Context: an optimization exercise on an open-source flow, tuned for small area and a short achievable clock period. The choices shown serve that exercise and are no tape-out recipe. Where RTL was checked, it was by simulation tests only, not by an equivalence proof against the original. Power and IR drop assume default switching activity.

Design lj_pair_top, start of the top module:
module lj_pair_top (
	input  logic                                   clk,
	input  logic                                   rst_n,
	input  logic                                   pair_valid,
	input  logic                                   pair_last,
	input  logic [3*lj_pkg::CELL_ID_WIDTH-1:0]     home_cell,
	input  logic [3*lj_pkg::CELL_ID_WIDTH-1:0]     nbr_cell,
	input  logic [3*lj_pkg::CELL_POS_WIDTH-1:0]    home_pos,
	input  logic [3*lj_pkg::CELL_POS_WIDTH-1:0]    nbr_pos,
	output logic                                   force_valid,
	output logic signed [lj_pkg::ACC_WIDTH-1:0]    force_x,
	output logic signed [lj_pkg::ACC_WIDTH-1:0]    force_y,
	output logic signed [lj_pkg::ACC_WIDTH-1:0]    force_z,
	output logic [lj_pkg::COUNT_WIDTH-1:0]         pair_count
);
Size: roughly 2600 cells after synthesis, ~320 flip-flops, about 160 I/O pins, ~21000 µm² of cells after synthesis.
==> flow/config.mk <==
export PLATFORM = sky130hd
export DESIGN_NAME = lj_pair_top
export DESIGN_NICKNAME = lj_pair_top
export VERILOG_FILES = /design/flow/design.v
export SDC_FILE = /design/flow/constraint.sdc
export NUM_CORES = 4
export LEC_CHECK = 0
export ABC_AREA = 1
export CAP_MARGIN = 20
export CORE_MARGIN = 2
export CORE_UTILIZATION = 40
export CTS_CLUSTER_DIAMETER = 100
export CTS_CLUSTER_SIZE = 30
export SLEW_MARGIN = 20
export SETUP_SLACK_MARGIN = 6.1
==> flow/constraint.sdc <==
create_clock -name core_clock -period 9.5 [get_ports {clk}]
set_input_delay 1.9000 -clock core_clock [delete_from_list [all_inputs] [get_ports {clk}]]
set_output_delay 1.9000 -clock core_clock [all_outputs]
set_load 0.01 [all_outputs]
standard.sh (not shown) runs the stock make flow with config.mk's settings and CLKGATE_MAP_FILE= SYNTH_SCRIPT=/design/flow/synth_recipe.tcl, a recipe that flattens the netlist after the stock synthesis.
==> flow/flow/run.sh <==
#!/bin/bash
set -o pipefail
echo "export SETUP_SLACK_MARGIN = 6.1" >> config.mk
bash standard.sh > standard.log 2>&1
Next try:
--- a/flow/design.v
+++ b/flow/design.v
@@ -5,30 +5,30 @@
 	localparam int MAG_WIDTH      = 6;             
 	localparam int ACC_WIDTH   = 32;               
 	localparam int COUNT_WIDTH = 8;                
 	localparam int CMAG_WIDTH  = 14;
 	localparam int PROD_WIDTH  = CMAG_WIDTH + MAG_WIDTH;    
 	localparam int FORCE_SHIFT = 6;
 	localparam int QH_WIDTH    = PROD_WIDTH - FORCE_SHIFT;
 endpackage
 `default_nettype wire
 `default_nettype none
 module lj_add #(
-	parameter int W = 8,
-	parameter int L = 3                              
+	parameter int W = 8
 ) (
 	input  logic [W-1:0]  a,
 	input  logic [W-1:0]  b,
 	input  logic          ci,
 	output logic [W:0]    s                        
 );
+	localparam int L = $clog2(W);
 	logic [(L+1)*W-1:0]   gg;                      
 	logic [(L+1)*W-1:0]   pp;                      
 	logic [W-1:0]         p0;
 	logic [W:0]           c;
 	assign p0        = a ^ b;
 	assign gg[W-1:0] = (a & b) | {{(W-1){1'b0}}, p0[0] & ci};
 	assign pp[W-1:0] = p0;
 	genvar l, i;
 	generate
 		for (l = 1; l <= L; l++) begin : g_lvl
 			for (i = 0; i < W; i++) begin : g_bit
@@ -640,23 +640,23 @@
 	assign t67 = t14 ^ t28 ^ t42;
 	assign t68 = (t14 & t28) | (t14 & t42) | (t28 & t42);
 	assign t69 = t15 ^ t29 ^ t43;
 	assign t70 = (t15 & t29) | (t15 & t43) | (t29 & t43);
 	assign t71 = t16 ^ t30 ^ t44;
 	assign t72 = (t16 & t30) | (t16 & t44) | (t30 & t44);
 	assign t73 = t31 ^ t45;
 	assign t74 = t31 & t45;
 	assign t75 = t32 ^ t46;
 	assign t76 = t32 & t46;
 	logic [20:0] sum;
-	lj_add #(.W(20), .L(5)) add_i (
+	lj_add #(.W(20)) add_i (
 		.a({t48, t76, t74, t72, t70, t68, t66, t64, t62, t60, t58, t56, t54, t52, t50, t49, t4, t3, t2, t1}),
 		.b({1'b0, t47, t75, t73, t71, t69, t67, t65, t63, t61, t59, t57, t55, t53, t51, t33, t18, t17, 1'b0, 1'b0}),
 		.ci(1'b0), .s(sum));
 	assign q = sum[19:0];
 endmodule
 `default_nettype wire
 `timescale 1ns/1ns
 `default_nettype none
 import lj_pkg::*;
 module force_accumulate (
 	input  logic                                clk,
@@ -671,23 +671,23 @@
 	logic [QH_WIDTH-1:0]          lo;
 	logic [QH_WIDTH-1:0]          lo_d;
 	logic [QH_WIDTH-1:0]          lo_base;
 	logic [QH_WIDTH+1:0]          lo_sum;          
 	logic                         inc;             
 	logic                         dec;             
 	logic [HW-1:0]                hi;
 	logic [HW-1:0]                hi_base;
 	logic [HW:0]                  all1;            
 	logic [HW:0]                  all0;            
 	assign lo_base = clr ? '0 : lo;
-	lj_add #(.W(QH_WIDTH), .L(4)) add_i (.a(lo_base), .b(x), .ci(cin), .s(lo_sum[QH_WIDTH+1:1]));
+	lj_add #(.W(QH_WIDTH)) add_i (.a(lo_base), .b(x), .ci(cin), .s(lo_sum[QH_WIDTH+1:1]));
 	assign lo_sum[0] = 1'b0;
 	always_ff @(posedge clk) begin
 		lo   <= lo_sum[QH_WIDTH:1];
 		lo_d <= lo;
 		inc  <= lo_sum[QH_WIDTH+1] & ~s;
 		dec  <= s & ~lo_sum[QH_WIDTH+1];
 	end
 	assign hi_base = clr_d ? '0 : hi;
 	assign all1[0] = 1'b1;
 	assign all0[0] = 1'b1;
 	genvar i;
@@ -754,23 +754,23 @@
 	end
 	always_ff @(posedge clk) begin
 		neg1 <= neg0;
 		magn1 <= ~mag0;
 	end
 	assign mag1 = ~magn1;
 	logic [13:0]       ra1, rb1;                   
 	lj_sumsq sumsq_i (.a(mag1[0 +: MW]), .b(mag1[MW +: MW]), .c(mag1[2*MW +: MW]),
 		.ra(ra1), .rb(rb1));
 	logic [13:0]       r2;
 	logic [14:0]       r2_sum;
-	lj_add #(.W(14), .L(4)) add_r2 (.a(ra1), .b(rb1), .ci(1'b0), .s(r2_sum));
+	lj_add #(.W(14)) add_r2 (.a(ra1), .b(rb1), .ci(1'b0), .s(r2_sum));
 	assign r2  = r2_sum[13:0];
 	logic              v2, last2;
 	logic [1:0]        top2;                       
 	logic [7:0]        tabn2;                      
 	logic [2:0]        neg2;
 	logic [3*MW-1:0]   mag2;
 	always_ff @(posedge clk or negedge rst_n) begin
 		if (!rst_n) begin
 			v2 <= 1'b0;
 			last2 <= 1'b0;
 		end else begin
@@ -789,23 +789,23 @@
 	assign tab2 = ~tabn2;
 	assign en2  = v2 & (top2 == 2'b00) & (tab2 != 8'd0);    
 	logic              csign;
 	logic [CW-1:0]     cmag;
 	force_execute coef_i (.en(en2), .tab(tab2), .csign(csign), .cmag(cmag));
 	logic              en3, last3;
 	logic [2:0]        s3;
 	logic [CW-1:0]     cmag3;
 	logic [3*MW-1:0]   mag3;
 	logic [15:0]       c3_3;                       
 	logic [15:0]       c3;
-	lj_add #(.W(15), .L(4)) add_c3 (.a({1'b0, cmag}), .b({cmag, 1'b0}), .ci(1'b0), .s(c3));
+	lj_add #(.W(15)) add_c3 (.a({1'b0, cmag}), .b({cmag, 1'b0}), .ci(1'b0), .s(c3));
 	always_ff @(posedge clk or negedge rst_n) begin
 		if (!rst_n) begin
 			en3 <= 1'b0;
 			last3 <= 1'b0;
 		end else begin
 			en3 <= en2;
 			last3 <= last2;
 		end
 	end
 	always_ff @(posedge clk) begin
 		s3 <= neg2 ^ {3{csign}};
What happened:
- combinational power hardly moves
- area after synthesis is unchanged
- cell count stays the same
- routed wire length does not change
- cell area is unchanged
- power is unchanged
- count of clock-buffer cells in the layout does not change
- critical path depth is unchanged
- register-to-register slack barely changes
Only the layout flow was run in the second run of this note; the RTL was not checked for function there.

========
Setup of main:
lj_pair_top, a different RTL version from the one above (not shown whole).
Size in the first run: roughly 2600 cells after synthesis, ~320 flip-flops, ~160 I/O pins, ~0.020 mm² of cells after synthesis.
// lj_pair_top
module lj_pair_top (
	input  logic                                   clk,
	input  logic                                   rst_n,
	input  logic                                   pair_valid,
	input  logic                                   pair_last,
	input  logic [3*lj_pkg::CELL_ID_WIDTH-1:0]     home_cell,
	input  logic [3*lj_pkg::CELL_ID_WIDTH-1:0]     nbr_cell,
	input  logic [3*lj_pkg::CELL_POS_WIDTH-1:0]    home_pos,
	input  logic [3*lj_pkg::CELL_POS_WIDTH-1:0]    nbr_pos,
	output logic                                   force_valid,
	output logic signed [lj_pkg::ACC_WIDTH-1:0]    force_x,
	output logic signed [lj_pkg::ACC_WIDTH-1:0]    force_y,
	output logic signed [lj_pkg::ACC_WIDTH-1:0]    force_z,
	output logic [lj_pkg::COUNT_WIDTH-1:0]         pair_count
);
==> module pair_decode, before the edit <==
module pair_decode (
	input  logic [lj_pkg::CELL_ID_WIDTH-1:0]   hc,
	input  logic [lj_pkg::CELL_ID_WIDTH-1:0]   nc,
	input  logic [lj_pkg::CELL_POS_WIDTH-1:0]  hp,
	input  logic [lj_pkg::CELL_POS_WIDTH-1:0]  np,
	output logic                               ok,
	output logic                               neg,
	output logic [lj_pkg::MAG_WIDTH-1:0]       mag
);
	logic       up;                                
	logic       dn;                                
	logic [6:0] dp;                                
	logic       dp_neg;
	logic       dp_pos;
	always_comb begin
		up = 1'b0;
		dn = 1'b0;
		case ({hc, nc})
			4'b00_01, 4'b01_10, 4'b10_00: up = 1'b1;
			4'b00_10, 4'b01_00, 4'b10_01: dn = 1'b1;
			default: ;
		endcase
	end
	assign dp     = {1'b0, np} - {1'b0, hp};
	assign dp_neg = dp[6];
	assign dp_pos = ~dp[6] & (dp[5:0] != 6'd0);
	assign neg    = dn | (~up & dp_neg);
	assign ok     = up ? dp_neg : (dn ? dp_pos : 1'b1);
	assign mag    = (dp[5:0] ^ {6{neg}}) + {5'd0, neg};
endmodule
export LEC_CHECK = 0
export ABC_AREA = 1
export CAP_MARGIN = 20
export CORE_MARGIN = 2
export CORE_UTILIZATION = 40
export SLEW_MARGIN = 20
export SETUP_SLACK_MARGIN = 6.1
create_clock -name core_clock -period 9.5 [get_ports {clk}]
Scripts as last shown in full above: flow/flow/run.sh
[inputs] the feature branch vs main
--- a/flow/design.v
+++ b/flow/design.v
@@ -77,11 +77,11 @@
 	assign dp     = {1'b0, np} - {1'b0, hp};
 	assign dp_neg = dp[6];
 	assign dp_pos = ~dp[6] & (dp[5:0] != 6'd0);
 	assign neg    = dn | (~up & dp_neg);
 	assign ok     = up ? dp_neg : (dn ? dp_pos : 1'b1);
-	assign mag    = (dp[5:0] ^ {6{neg}}) + {5'd0, neg};
+	assign mag    = neg ? (hp - np) : dp[5:0];
 endmodule
 module lj_sumsq (
 	input  logic [5:0]  a,
 	input  logic [5:0]  b,
 	input  logic [5:0]  c,
Findings:
met4 as the highest routed metal layer was reported by main, and met5 by the feature branch.
Time the worst path needs with I/O delays and setup: the feature branch < main
Path type of the worst setup path = in2reg: main; path type of the worst setup path = reg2reg: the feature branch
Taking main as the reference, in the feature branch die area went up, power went down, relative contribution of combinational cells to total power went down, floorplan core area went up.
The RTL of main was laid out without a check of its function.

## afterwards: timing with drivers on the ports
No port has a modelled driver above. Below, the same layouts with a new extraction and two added sets of constraints.
Step 1, drivers: a clkbuf_16 drives clk and a buf_2 each remaining input, both assumed.
Step 2, shift: input delay + t, output delay - t, t = (earliest + latest rising clock arrival at the registers) / 2. This alone moves slack from input paths to output paths.
a / b / c = ideal ports / drivers / drivers and shift; a / b = the first two.
run | shift t [ns] | slack for setup (ns) | worst setup path after step 2 | pins driven straight from the clock port
the first run of note 1 | 0.576 | 6.109 / 6.100 / 5.609 | input to register | 1
the second run of note 1 | 0.576 | 6.109 / 6.100 / 5.609 | input to register | 1
main | 0.591 | 6.014 / 6.032 / 5.441 | input to register | 1
the feature branch | 0.601 | 6.143 / 6.101 / 5.605 | input to register | 1
After both steps every run listed still meets setup and hold. The setup slack of main, which loses most, moves by +0.018 ns with the drivers and by -0.573 ns with both steps.
